Context: an optimization exercise on an open-source flow, tuned for small area, a short achievable clock period and few clock cycles per item. The choices shown serve that exercise and are no tape-out recipe.
The RTL was checked by simulation tests, not by an equivalence proof against the original design.

the reference run:
// exu_top
module exu_top (
    input  logic                    clk,
    input  logic                    rst_n,
    input  logic                    in_valid,
    input  logic [6-1:0]    operator,
    input  logic [32-1:0]  operand1,
    input  logic [32-1:0]  operand2,
    input  logic [5-1:0]  in_write_addr,
    input  logic                    in_write_enable,
    output logic                    in_ready,
    output logic                    out_valid,
    output logic [5-1:0]  write_addr,
    output logic                    write_enable,
    output logic [32-1:0]  write_data
);
    logic                       v1;
    logic [6-1:0]       op1;
    logic [32-1:0]     a1;
    logic [32-1:0]     b1;
    logic [5-1:0]     wa1;
    logic                       we1;
    logic                       inv_a1;      
    logic                       inv_b1;      
    logic                       rdy_q;
    logic [31:0]                hi;
    logic [31:0]                lo;
    logic                       hx;          
    logic                       hneg;        
    logic                       lneg;        
    logic                       hz;          
    logic                       lz;          
    logic [33:0]                m;           
    logic                       msgn;        
    logic [11:0]                bctl;        
    logic                       mcorr;       
    logic                       dpos;        
    logic                       mul_mode;
  ...
For scale: about 260 flip-flops, ~120 I/O pins, roughly 0.029 sq mm of cells after synthesis.
==> flow/config.mk <==
export PLATFORM = sky130hd
export DESIGN_NAME = exu_top
export DESIGN_NICKNAME = exu_top
export VERILOG_FILES = /design/flow/design.v
export SDC_FILE = /design/flow/constraint.sdc
export NUM_CORES = 4
export LEC_CHECK = 0
export ABC_AREA = 1
export CAP_MARGIN = 20
export CORE_MARGIN = 2
export CORE_UTILIZATION = 40
export SLEW_MARGIN = 20
==> flow/constraint.sdc <==
create_clock -name core_clock -period 25.0 [get_ports {clk}]
set_input_delay 5.0000 -clock core_clock [delete_from_list [all_inputs] [get_ports {clk}]]
set_output_delay 5.0000 -clock core_clock [all_outputs]
set_load 0.01 [all_outputs]
standard.sh (not shown) runs the stock make flow with config.mk's settings and CLKGATE_MAP_FILE= SYNTH_SCRIPT=/design/flow/synth_recipe.tcl, a recipe that flattens the netlist after the stock synthesis.
==> flow/flow/run.sh <==
#!/bin/bash
# The standard layout, with two changes to how it is made:
# - the port buffers are buf_2 cells instead of the delay-buffer cells that
#   buffer_ports picks by default;
# - the timing repair after clock tree synthesis and global routing aims for
#   19 ns of setup slack on the 25 ns clock, so that it works on the paths that
#   set the achieved period. The constraints are the design's, unchanged.
set -euo pipefail
export BUFFER_PORTS_ARGS="-buffer_cell sky130_fd_sc_hd__buf_2"
export SETUP_SLACK_MARGIN=19.0
bash standard.sh > standard.log 2>&1
Testbench counts of the reference run, summed over its fixed seeds: cycles 31,478, items 24,000.
Setup changes, the reference run to the trial run
-- flow/design.v --
<<< the reference run, line 247
    logic                       acc_zero;    
    logic                       dstep_q;     
    logic busy, s1_unit, go, accept, s1_load, mul_last;
    logic is_mf, is_mt, is_mul, is_div, sgn;
    assign in_ready = rdy_q;
>>> the trial run, line 247
    logic                       acc_zero;    
    logic                       dstep_q;     
    logic busy, s1_unit, go, accept, s1_load;
    logic is_mf, is_mt, is_mul, is_div, sgn;
    assign in_ready = rdy_q;
<<< the reference run, line 254
    assign s1_load = !v1 || go;
    assign s1_unit = !op1[5] && op1[4];
    assign mul_last = busy && mul_mode && cnt == 6'd1;
    assign go = v1 && !(s1_unit && busy && !(is_mf && mul_last)) && !(is_div && !div_ph);
    assign is_mf  = s1_unit && !op1[3] && !op1[0];
    assign is_mt  = s1_unit && !op1[3] &&  op1[0];
>>> the trial run, line 254
    assign s1_load = !v1 || go;
    assign s1_unit = !op1[5] && op1[4];
    assign go = v1 && !(s1_unit && busy) && !(is_div && !div_ph);
    assign is_mf  = s1_unit && !op1[3] && !op1[0];
    assign is_mt  = s1_unit && !op1[3] &&  op1[0];
<<< the reference run, line 309
    );
    logic [5:0] cnt_next;
    logic       v1_next, unit_next, busy_next, div_next, div_ph_next, mf_next, mul_last_next;
    always_comb begin
        cnt_next = busy ? cnt - 6'd1 : 6'd0;
>>> the trial run, line 308
    );
    logic [5:0] cnt_next;
    logic       v1_next, unit_next, busy_next, div_next, div_ph_next;
    always_comb begin
        cnt_next = busy ? cnt - 6'd1 : 6'd0;
<<< the reference run, line 322
    assign div_next = accept ? (!operator[5] && operator[4] && operator[3] && operator[1]) : is_div;
    assign div_ph_next = !accept && v1 && is_div;
    assign mf_next = accept ? (!operator[5] && operator[4] && !operator[3] && !operator[0]) : is_mf;
    assign mul_last_next = busy && mul_mode && cnt == 6'd2;
    assign busy_next = (go && (is_mul || (is_div && !dfast_q))) || (busy && cnt != 6'd1);
    always_ff @(posedge clk) begin
>>> the trial run, line 321
    assign div_next = accept ? (!operator[5] && operator[4] && operator[3] && operator[1]) : is_div;
    assign div_ph_next = !accept && v1 && is_div;
    assign busy_next = (go && (is_mul || (is_div && !dfast_q))) || (busy && cnt != 6'd1);
    always_ff @(posedge clk) begin
<<< the reference run, line 338
        end else begin
            v1 <= v1_next;
            rdy_q <= !(v1_next && ((unit_next && busy_next && !(mf_next && mul_last_next))
                || (div_next && !div_ph_next)));
            cnt <= cnt_next;
            idle_q <= !busy_next;
>>> the trial run, line 335
        end else begin
            v1 <= v1_next;
            rdy_q <= !(v1_next && ((unit_next && busy_next) || (div_next && !div_ph_next)));
            cnt <= cnt_next;
            idle_q <= !busy_next;
<<< the reference run, line 368
        end
        write_addr <= wa1;
        if (is_mf && mul_last) begin
            write_data <= op1[1] ? {mul_t[7:0], lo[31:8]} : mul_t[39:8];
        end else begin
            write_data <= alu_result;
        end
        if (!div_ph) begin
            dsh_q <= dsh[4:0];
>>> the trial run, line 364
        end
        write_addr <= wa1;
        write_data <= alu_result;
        if (!div_ph) begin
            dsh_q <= dsh[4:0];
- The trial run and the reference run ended up with nearly the same highest achievable clock rate.
- Going from the reference run to the trial run, final wirelength shrank slightly.
- Run comparison: the trial run last element of the critical path write_data[28]; the reference run last element of the critical path write_data[31]
- Min count of inverters other than clock inverters in the layout across the trial run and the reference run: the trial run
- Side by side, total placed cells including tap cells turned out lower in the trial run than in the reference run.
- Relative to the reference run, die width has decreased by 1.1% in the trial run.
- The trial run vs the reference run: first-pass GRT wire length down slightly
Testbench counts of the trial run, summed over its fixed seeds: cycles 32,200, items 24,000.

[separate check: timing with driven ports]
Ports are ideal in the flow. The routed layouts listed here were re-timed in OpenROAD. Step 1: set_driving_cell puts a clkbuf_16 on clk and a buf_2 on each other input, an assumption about the parent block. Step 2 moves the port delays by t, midway between the first and last clock arrival at a register: inputs arrive t later, outputs are due t later. That takes back most of the time a late clock gives input paths. a / b / c = ideal ports / drivers / drivers and shift; a / b = the first two.
run	t, ns	setup slack, ns	worst data-port slew with drivers (ns)
the reference run	0.619	18.921 / 18.858 / 18.445	0.05
the trial run	0.637	18.920 / 18.852 / 18.464	0.06
After both steps every run listed still meets setup and hold. The setup slack of the reference run, which loses most, moves by -0.063 ns with the drivers and by -0.476 ns with both steps.
